From an optimization exercise on the open Yosys and OpenROAD flow, aimed at small area, a short achievable clock period and few clock cycles per item; shortcuts taken in it are not production practice. RTL that was checked went through simulation tests only; none was proved equivalent to the original.

==> run a: inputs <==
// cct_two_channel_led_mixer_unit
module cct_two_channel_led_mixer_unit #(
    parameter int FRAC_BITS = 16
) (
    input  logic                                i_clk,
    input  logic                                i_rst_n,
    input  logic                                i_cfg_we,
    input  logic [cmx_pkg::CFG_IDX_W-1:0]       i_cfg_idx,
    input  logic [cmx_pkg::CFG_W-1:0]           i_cfg_data,
    input  logic                                i_in_valid,
    output logic                                o_in_ready,
    input  logic                                i_in_light_on,
    input  logic [FRAC_BITS:0]                  i_in_level,
    input  logic [cmx_pkg::KELVIN_W-1:0]        i_in_color_temp,
    output logic                                o_out_valid,
    input  logic                                i_out_ready,
    output logic [cmx_pkg::DUTY_W-1:0]          o_out_warm_duty,
    output logic [cmx_pkg::DUTY_W-1:0]          o_out_cold_duty,
    output logic                                o_out_level_rejected
);
clock: 8.0 ns
lec_check: 0
cap_margin: 20
core_margin: 2
core_utilization: 65
place_density: 0.75
setup_slack_margin: 4.0
slew_margin: 20
run.sh (not shown) runs the stock make flow with config.mk's settings and CLKGATE_MAP_FILE= SYNTH_SCRIPT=/design/flow/synth_recipe.tcl, a recipe that flattens the netlist after the stock synthesis.
==> run b: changes against run a <==
--- a/flow/design.v
+++ b/flow/design.v
@@ -8,17 +8,17 @@
     localparam logic [CFG_IDX_W-1:0] CFG_COLD_KELVIN = 2'd1;
     localparam logic [CFG_IDX_W-1:0] CFG_SNAP_MARGIN = 2'd2;
     localparam logic [CFG_IDX_W-1:0] CFG_PWM_FULL    = 2'd3;
     localparam logic [KELVIN_W-1:0] RST_WARM_KELVIN = 16'd2700;
     localparam logic [KELVIN_W-1:0] RST_COLD_KELVIN = 16'd6500;
     localparam logic [MARGIN_W-1:0] RST_SNAP_MARGIN = 10'd75;
     localparam logic [DUTY_W-1:0]   RST_PWM_FULL    = 16'd1023;
-    function automatic logic [26:0] booth16(input logic [16:0] b);
+    function automatic logic [26:0] booth16(input logic [15:0] b);
         logic [18:0] x;
-        x = {1'b0, b, 1'b0};
+        x = {2'b00, b, 1'b0};
         for (int i = 0; i < 9; i++) begin
             booth16[3*i+2] = x[2*i+1] ^ x[2*i];
             booth16[3*i+1] = (x[2*i+2] & !x[2*i+1] & !x[2*i]) | (!x[2*i+2] & x[2*i+1] & x[2*i]);
             booth16[3*i]   = x[2*i+2];
         end
     endfunction
 endpackage
@@ -523,52 +523,50 @@
         r_cw_le  <= (r_cold_k <= r_warm_k);
         r_wm     <= {1'b0, r_warm_k} + 17'(r_margin);
         r_cm     <= {1'b0, r_cold_k} - 17'(r_margin);
         r_cm_neg <= (17'(r_margin) > {1'b0, r_cold_k});
         r_w0     <= (r_warm_k == 16'd0);
         r_cw     <= r_cold_k - r_warm_k;
         r_cwz    <= lzc16(r_cw);
-        r_cwb    <= cmx_pkg::booth16({1'b0, r_cw << lzc16(r_cw)});
-        r_cb     <= cmx_pkg::booth16({1'b0, r_cold_k});
-        r_pb     <= cmx_pkg::booth16({1'b0, r_pwm_full});
+        r_cwb    <= cmx_pkg::booth16(r_cw << lzc16(r_cw));
+        r_cb     <= cmx_pkg::booth16(r_cold_k);
+        r_pb     <= cmx_pkg::booth16(r_pwm_full);
     end
     logic r_adv;
-    logic r_rdy;                  
     logic r_q0_v, r_q1_v;
     logic push, pop;
     logic q0_v_n, q1_v_n;
     logic        r0_v, r0_on, r0_rej, r0_sq;
     logic [16:0] r0_lv;
-    logic [15:0] r0_ct;
+    logic [15:0] r0_ct, r0_tw;
     always_ff @(posedge i_clk) begin
         if (!i_rst_n) r0_v <= 1'b0;
         else if (r_adv) r0_v <= i_in_valid;
     end
     always_ff @(posedge i_clk) begin
         if (r_adv) begin
             r0_on  <= i_in_light_on;
             r0_lv  <= i_in_level;
             r0_ct  <= i_in_color_temp;
+            r0_tw  <= i_in_color_temp - r_warm_k;
             r0_rej <= i_in_level[16] && (|i_in_level[15:0]);
             r0_sq  <= (i_in_level > 17'd9830);
         end
     end
     localparam logic [14:0] LIN_M = 15'd19661;    
     logic [3:0]  tz;
-    logic [15:0] tw;
     logic [31:0] sq_s, sq_c;
     logic [28:0] lin_s, lin_c;
     logic [7:0][28:0] lin_rows;
     logic        snap0, snap1;
     logic        r1_v, r1_on, r1_rej, r1_sq, r1_l16, r1_mix, r1_one;
     logic [15:0] r1_tn, r1_an;
     logic [31:0] r1_sq_s, r1_sq_c;
     logic [28:0] r1_lin_s, r1_lin_c;
     assign tz = lzc16(r0_ct);
-    assign tw = r0_ct - r_warm_k;
     cmx_sqcs u_sq (.i_a(r0_lv[15:0]), .o_s(sq_s), .o_c(sq_c));
     always_comb begin
         int n;
         n = 0;
         lin_rows = '0;
         for (int i = 0; i < 15; i++) begin
             if (LIN_M[i]) begin
@@ -589,15 +587,15 @@
             r1_on    <= r0_on;
             r1_rej   <= r0_rej;
             r1_sq    <= r0_sq;
             r1_l16   <= r0_lv[16];
             r1_mix   <= !snap0 && !snap1 && !r_w0;
             r1_one   <= !snap0 && (snap1 || r_w0);
             r1_tn    <= r0_ct << tz;
-            r1_an    <= tw << tz;
+            r1_an    <= r0_tw << tz;
             r1_sq_s  <= sq_s;
             r1_sq_c  <= sq_c;
             r1_lin_s <= lin_s;
             r1_lin_c <= lin_c;
         end
     end
     logic [31:0] lsq;
@@ -697,36 +695,34 @@
             end
         end
     end
     logic [33:0] wfin;
     logic [15:0] quo0, quo1;
     logic        rc_v, rc_rej;
     logic [16:0] rc_kd, rc_s;
-    logic [26:0] rc_kb;
     assign wfin = rd_ws[NDS] + rd_wc[NDS];
     assign quo1 = rd_qp[NDS] + ~rd_qn[NDS];           
     assign quo0 = rd_qp[NDS] + ~rd_qn[NDS] + 16'd1;   
     always_ff @(posedge i_clk) begin
         if (!i_rst_n) rc_v <= 1'b0;
         else if (r_adv) rc_v <= rd_v[NDS];
     end
     always_ff @(posedge i_clk) begin
         if (r_adv) begin
             rc_rej <= rd_rej[NDS];
             rc_kd  <= rd_kd[NDS];
-            rc_kb  <= cmx_pkg::booth16(rd_kd[NDS]);
             rc_s   <= rd_one[NDS] ? 17'h10000
                     : (rd_mix[NDS] ? {1'b0, wfin[33] ? quo1 : quo0} : 17'd0);
         end
     end
     logic [32:0] ms, mc;
     logic        rm_v, rm_rej;
     logic [16:0] rm_kd;
     logic [32:0] rm_s, rm_c;
-    cmx_mulbcs #(.AW(17), .W(33)) u_m (.i_a(rc_s), .i_b(rc_kb), .o_s(ms), .o_c(mc));
+    cmx_mulcs #(.AW(17), .BW(17), .W(33)) u_m (.i_a(rc_s), .i_b(rc_kd), .o_s(ms), .o_c(mc));
     always_ff @(posedge i_clk) begin
         if (!i_rst_n) rm_v <= 1'b0;
         else if (r_adv) rm_v <= rc_v;
     end
     always_ff @(posedge i_clk) begin
         if (r_adv) begin
             rm_rej <= rc_rej;
@@ -785,20 +781,18 @@
     assign q0_v_n = pop ? (r_q1_v || push) : (r_q0_v || push);
     assign q1_v_n = pop ? (r_q1_v && push) : (r_q1_v || (r_q0_v && push));
     always_ff @(posedge i_clk) begin
         if (!i_rst_n) begin
             r_q0_v <= 1'b0;
             r_q1_v <= 1'b0;
             r_adv  <= 1'b1;
-            r_rdy  <= 1'b0;
         end else begin
             r_q0_v <= q0_v_n;
             r_q1_v <= q1_v_n;
             r_adv  <= !(q0_v_n && q1_v_n);
-            r_rdy  <= !(q0_v_n && q1_v_n);
         end
     end
     always_ff @(posedge i_clk) begin
         if (pop ? r_q1_v : !r_q0_v) begin
             r_q0_warm <= r_q1_v ? r_q1_warm : warm;
             r_q0_cold <= r_q1_v ? r_q1_cold : cold;
             r_q0_rej  <= r_q1_v ? r_q1_rej  : rp_rej;
@@ -809,13 +803,13 @@
         end
         if (push) begin
             r_q1_warm <= warm;
             r_q1_cold <= cold;
             r_q1_rej  <= rp_rej;
         end
     end
-    assign o_in_ready           = r_rdy;
+    assign o_in_ready           = r_adv;
     assign o_out_valid          = r_q0_v;
     assign o_out_warm_duty      = r_q0_warm;
     assign o_out_cold_duty      = r_q0_cold;
     assign o_out_level_rejected = r_q0_rej;
 endmodule
Settings changed: CORE_UTILIZATION 65 to 40, PLACE_DENSITY 0.75 to not set, SETUP_SLACK_MARGIN 4.0 to 3.5.
==> summary.txt <==
|  | run a | run b |
|---|---|---|
| CP startpoint | rd_wc[5][30] | rc_kd[6] |
| Slew at the pin closest to its max-slew limit | 1.08 ns | 1.14 ns |
| Number of antenna violations at the first check in global routing | 4 | 7 |
| Endpoint of the worst hold-timing path | rd_kd[4][11] | rd_qn[7][11] |
| Minimum period implied by the final worst setup slack | 3.97 ns | 4.42 ns |
| Remaining max-slew budget at the tightest pin | 0.273 | 0.239 |
| Wire length on met1 | 125000 um | 134000 um |
| Delay of the slowest cell on the worst path | 0.51 ns | 0.96 ns |
| Cell Count, Final, Fillers Out | 14500 | 16200 |
| Seq/Total Area, Yosys | 0.425 | 0.424 |
| Outcome | finished clean | finished clean |
| FF-to-FF End | rd_ws[6][9] | rm_s[15] |
Testbench counts of run a, summed over its fixed seeds: cycles 2,536, items 2,400.
No functional check of the RTL was part of run b.

separate check: timing with driven ports:
How much do the figures lean on ideal ports? The routed layouts below were timed once more, with nothing changed but the port constraints. Step 1 assumes that a clkbuf_16 drives the clock port and a buf_2 every other input. Step 2 adds t to the input delays and takes it off the output delays; t is the mean of the earliest and latest rising clock arrival at the registers after step 1. Input paths then give back, and output paths get back, about the clock's delay inside the block. a / b / c = no drivers / after step 1 / after step 2; a / b = the first two.
run	t (ns)	slack for setup (ns)	worst setup path at the end
run a	0.949	4.033 / 4.033 / 3.521	input to register
run b	0.990	3.580 / 3.580 / 3.026	input to register
After both steps every run listed still meets setup and hold. The setup slack of run b, which loses most, moves by 0.000 ns with the drivers and by -0.554 ns with both steps.
